This is an optimization exercise on Yosys and OpenROAD, whose aim is small area, a short achievable clock period and few clock cycles, not a production implementation.
At most, simulation tests tie the RTL to the original design; equivalence was not proved.
Power figures rest on the tool's default switching activity, not on a simulated workload.

==> flow/design.v <==
`timescale 1ns / 1ps
`default_nettype none
package udm_pkg;
  localparam int unsigned WORD_W  = 32;
  localparam int unsigned SHIFT_W = 6;
endpackage
`default_nettype wire
`timescale 1ns / 1ps
`default_nettype none
import udm_pkg::*;
module unsigned_division_magic_number_core
(
  input  wire logic               clk_i,
  input  wire logic               rst_ni,
  input  wire logic               in_valid_i,
  output      logic               in_ready_o,
  input  wire logic [WORD_W-1:0]  in_divisor_i,
  output      logic               out_valid_o,
  input  wire logic               out_ready_i,
  output      logic [WORD_W-1:0]  out_magic_o,
  output      logic               out_add_needed_o,
  output      logic [SHIFT_W-1:0] out_shift_o,
  output      logic               out_is_power_of_two_o,
  output      logic               out_invalid_o
);
  logic st_idle_q, st_init_q, st_runa_q, st_runb_q, st_done_q, st_donef_q;
  logic [31:0] d_q;       
  logic [31:0] u_q;       
  logic [33:0] q2_q;      
  logic [5:0]  t_q;       
  logic [5:0]  tp_q;      
  logic [6:0]  k_q;       
  logic [31:0] nc_q;      
  logic [31:0] r1_q;      
  logic [30:0] q1_q;      
  logic        pow2_q;
  logic        inv_q;
  logic        start_in, start;
  logic [31:0] src;
  logic [31:0] sm;         
  logic [31:0] u_init;     
  logic [31:0] r_init;     
  logic [4:0]  msb;
  assign start_in = in_valid_i & (st_idle_q | (st_done_q & out_ready_i));
  assign start    = start_in | st_init_q;
  assign src      = st_init_q ? d_q : in_divisor_i;
  always_comb begin
    sm = src;
    for (int s = 1; s < 32; s = s * 2) begin
      for (int i = 0; i < 32; i++) begin
        if (i + s < 32) sm[i] = sm[i] | sm[i+s];
      end
    end
  end
  assign u_init = src & {1'b0, sm[31:1]};
  assign r_init = src & ~{1'b0, sm[31:1]};
  always_comb begin
    msb = '0;
    for (int i = 1; i < 32; i++) if (src[i]) msb = 5'(i);
  end
  logic [31:0] t_any, t_sev;
  logic        s_small, s_pow2, s_spec;
  always_comb begin
    t_any = d_q;
    t_sev = '0;
    for (int w = 16; w >= 1; w = w / 2) begin
      for (int i = 0; i < w; i++) begin
        t_sev[i] = t_sev[2*i] | t_sev[2*i+1] | (t_any[2*i] & t_any[2*i+1]);
        t_any[i] = t_any[2*i] | t_any[2*i+1];
      end
    end
  end
  assign s_small = (d_q[31:1] == '0);
  assign s_pow2  = ~t_sev[0];
  assign s_spec  = s_small | s_pow2;
  logic spec;
  assign spec = (d_q == 32'h8000_0001);
  logic [33:0] du;         
  logic        b;          
  logic [31:0] u_step;
  logic [33:0] d1;         
  logic        b1;
  logic [31:0] r1_step;
  logic        lt_hi, eq_hi, lt, eq, cont;
  logic        last_a;
  logic        shift_q2, shift_t;
  assign du     = {1'b0, u_q, 1'b0} - {2'b00, d_q};
  assign b      = du[33];
  assign u_step = b ? {u_q[30:0], 1'b0} : du[31:0];
  assign d1      = {1'b0, r1_q, 1'b0} - {2'b00, nc_q};
  assign b1      = ~d1[33];
  assign r1_step = b1 ? d1[31:0] : {r1_q[30:0], 1'b0};
  assign lt_hi = (q1_q < u_q[31:1]);
  assign eq_hi = (q1_q == u_q[31:1]);
  assign lt    = lt_hi | (eq_hi & ~b1 & u_q[0]);
  assign eq    = eq_hi & (b1 == u_q[0]);
  assign cont  = (k_q < 7'd63) & (lt | (eq & spec));
  assign last_a = st_runa_q & (k_q == 7'd31);
  assign shift_q2 = st_runa_q | st_runb_q;
  assign shift_t  = (st_runa_q & ~s_spec) | st_runb_q;
  always_ff @(posedge clk_i or negedge rst_ni) begin
    if (!rst_ni) begin
      st_idle_q  <= 1'b1;
      st_init_q  <= 1'b0;
      st_runa_q  <= 1'b0;
      st_runb_q  <= 1'b0;
      st_done_q  <= 1'b0;
      st_donef_q <= 1'b0;
    end else begin
      st_idle_q  <= (st_idle_q & ~in_valid_i) | (st_done_q & out_ready_i & ~in_valid_i);
      st_init_q  <= st_donef_q & out_ready_i;
      st_runa_q  <= start | (st_runa_q & (k_q != 7'd31) & ~s_spec);
      st_runb_q  <= (last_a & ~s_spec) | (st_runb_q & cont);
      st_done_q  <= (st_runa_q & s_spec) | (st_runb_q & ~cont) | (st_done_q & ~out_ready_i & ~in_valid_i);
      st_donef_q <= (st_done_q & ~out_ready_i & in_valid_i) | (st_donef_q & ~out_ready_i);
    end
  end
  always_ff @(posedge clk_i) begin
    if (st_idle_q || st_done_q) d_q <= in_divisor_i;
    if (start) u_q <= u_init;
    else       u_q <= u_step;
    if (start)         q2_q <= '0;
    else if (shift_q2) q2_q <= {q2_q[32:0], b};
    if (start) begin
      t_q  <= 6'd1;
      tp_q <= 6'd0;
    end else if (shift_t) begin
      t_q  <= b ? t_q + 6'd1 : 6'd1;
      tp_q <= t_q;
    end
    if (start) begin
      k_q <= {2'b00, msb};
    end else if ((st_runa_q && k_q != 7'd31 && !s_spec) || st_runb_q) begin
      k_q <= k_q + 7'd1;
    end
    if (start)       nc_q <= src;
    else if (last_a) nc_q <= ~r1_step;
    if (start)       r1_q <= r_init;
    else if (last_a) r1_q <= {~spec, 31'd0};
    else             r1_q <= r1_step;
    if (last_a) q1_q <= {30'd0, spec};
    else        q1_q <= {q1_q[29:0], b1};
    if (st_runa_q) begin
      inv_q  <= s_small;
      pow2_q <= ~s_small & s_pow2;
    end
  end
  assign in_ready_o            = st_idle_q | st_done_q;
  assign out_valid_o           = st_done_q | st_donef_q;
  logic [31:0] flip;
  always_comb begin
    for (int i = 0; i < 32; i++) flip[i] = (tp_q > 6'(i));
  end
  assign out_magic_o           = q2_q[32:1] ^ flip;
  assign out_add_needed_o      = q2_q[33] | (tp_q > 6'd32);
  assign out_shift_o           = {k_q[6], k_q[4:0]};
  assign out_is_power_of_two_o = pow2_q;
  assign out_invalid_o         = inv_q;
endmodule
`default_nettype wire
export LEC_CHECK = 0
export ABC_AREA = 1
export CAP_MARGIN = 20
export CORE_MARGIN = 2
export CORE_UTILIZATION = 40
export PLACE_DENSITY = 0.6
export SETUP_SLACK_MARGIN = 4.3
export SLEW_MARGIN = 20
create_clock -name core_clock -period 8.0 [get_ports {clk_i}]
standard.sh (not shown) runs the stock make flow with config.mk's settings and CLKGATE_MAP_FILE= SYNTH_SCRIPT=/design/flow/synth_recipe.tcl, a recipe that flattens the netlist after the stock synthesis.
==> flow/flow/run.sh <==
#!/bin/bash
# Standard layout, with a plain buffer (buf_2) on every input and output port
# instead of the default port buffer cell.
export BUFFER_PORTS_ARGS="-buffer_cell sky130_fd_sc_hd__buf_2"
bash standard.sh > standard.log 2>&1
Testbench counts at the start, summed over its fixed seeds: cycles 37,331.
==> next run, changes <==
--- a/flow/design.v
+++ b/flow/design.v
@@ -24,10 +24,8 @@
   output      logic               out_invalid_o
 );
-  logic st_idle_q, st_init_q, st_runa_q, st_runb_q, st_done_q, st_donef_q;
+  logic st_idle_q, st_init_q, st_runa_q, st_runb_q, st_fin_q, st_done_q, st_donef_q;
   logic [31:0] d_q;       
   logic [31:0] u_q;       
   logic [33:0] q2_q;      
-  logic [5:0]  t_q;       
-  logic [5:0]  tp_q;      
   logic [6:0]  k_q;       
   logic [31:0] nc_q;      
@@ -84,5 +82,5 @@
   logic        lt_hi, eq_hi, lt, eq, cont;
   logic        last_a;
-  logic        shift_q2, shift_t;
+  logic [33:0] inc;
   assign du     = {1'b0, u_q, 1'b0} - {2'b00, d_q};
   assign b      = du[33];
@@ -97,6 +95,5 @@
   assign cont  = (k_q < 7'd63) & (lt | (eq & spec));
   assign last_a = st_runa_q & (k_q == 7'd31);
-  assign shift_q2 = st_runa_q | st_runb_q;
-  assign shift_t  = (st_runa_q & ~s_spec) | st_runb_q;
+  assign inc = {1'b0, q2_q[33:1]} + 34'd1;
   always_ff @(posedge clk_i or negedge rst_ni) begin
     if (!rst_ni) begin
@@ -105,4 +102,5 @@
       st_runa_q  <= 1'b0;
       st_runb_q  <= 1'b0;
+      st_fin_q   <= 1'b0;
       st_done_q  <= 1'b0;
       st_donef_q <= 1'b0;
@@ -112,5 +110,6 @@
       st_runa_q  <= start | (st_runa_q & (k_q != 7'd31) & ~s_spec);
       st_runb_q  <= (last_a & ~s_spec) | (st_runb_q & cont);
-      st_done_q  <= (st_runa_q & s_spec) | (st_runb_q & ~cont) | (st_done_q & ~out_ready_i & ~in_valid_i);
+      st_fin_q   <= st_runb_q & ~cont;
+      st_done_q  <= (st_runa_q & s_spec) | st_fin_q | (st_done_q & ~out_ready_i & ~in_valid_i);
       st_donef_q <= (st_done_q & ~out_ready_i & in_valid_i) | (st_donef_q & ~out_ready_i);
     end
@@ -120,13 +119,7 @@
     if (start) u_q <= u_init;
     else       u_q <= u_step;
-    if (start)         q2_q <= '0;
-    else if (shift_q2) q2_q <= {q2_q[32:0], b};
-    if (start) begin
-      t_q  <= 6'd1;
-      tp_q <= 6'd0;
-    end else if (shift_t) begin
-      t_q  <= b ? t_q + 6'd1 : 6'd1;
-      tp_q <= t_q;
-    end
+    if (start)                         q2_q <= '0;
+    else if (st_fin_q)                 q2_q <= inc;
+    else if ((st_runa_q && !s_spec) || st_runb_q) q2_q <= {q2_q[32:0], b};
     if (start) begin
       k_q <= {2'b00, msb};
@@ -148,10 +141,6 @@
   assign in_ready_o            = st_idle_q | st_done_q;
   assign out_valid_o           = st_done_q | st_donef_q;
-  logic [31:0] flip;
-  always_comb begin
-    for (int i = 0; i < 32; i++) flip[i] = (tp_q > 6'(i));
-  end
-  assign out_magic_o           = q2_q[32:1] ^ flip;
-  assign out_add_needed_o      = q2_q[33] | (tp_q > 6'd32);
+  assign out_magic_o           = q2_q[31:0];
+  assign out_add_needed_o      = q2_q[33] | q2_q[32];
   assign out_shift_o           = {k_q[6], k_q[4:0]};
   assign out_is_power_of_two_o = pow2_q;
The new run ran to the end with no violations.
Wire length fell slightly.
Non-clock buffer count rose by 39.
Worst setup slack gets better by 0.060 ns.
Clock skew fell by 0.023 ns.
Total power fell by a few percent.
First-iteration DRC count fell by roughly a tenth.
Cell count fell slightly.
Worst hold slack gets better by 0.019 ns.
Final area fell slightly.
Via count is about the same.
Area after synthesis fell slightly.
Only the layout flow was run in the second run of this note; the RTL was not checked for function there.

==> afterwards: timing with drivers on the ports <==
How much do the figures lean on ideal ports? The routed layouts below were timed once more, with nothing changed but the port constraints.
Step 1, drivers: a clkbuf_16 drives clk_i and a buf_2 each remaining input, both assumed.
Step 2 adds t to the input delays and takes it off the output delays; t is the mean of the earliest and latest rising clock arrival at the registers after step 1. Input paths then give back, and output paths get back, about the clock's delay inside the block.
Slacks: ideal ports / drivers / drivers and shift; pairs: ideal ports / drivers.
| run | shift t [ns] | setup slack, ns | worst register clock-pin slew, ns |
|---|---|---|---|
| the first run | 0.579 | 4.329 / 4.277 / 3.959 | 0.06 / 0.06 |
| the second run | 0.560 | 4.389 / 4.401 / 3.841 | 0.06 / 0.06 |
After both steps every run listed still meets setup and hold. The setup slack of the second run, which loses most, moves by +0.012 ns with the drivers and by -0.548 ns with both steps.
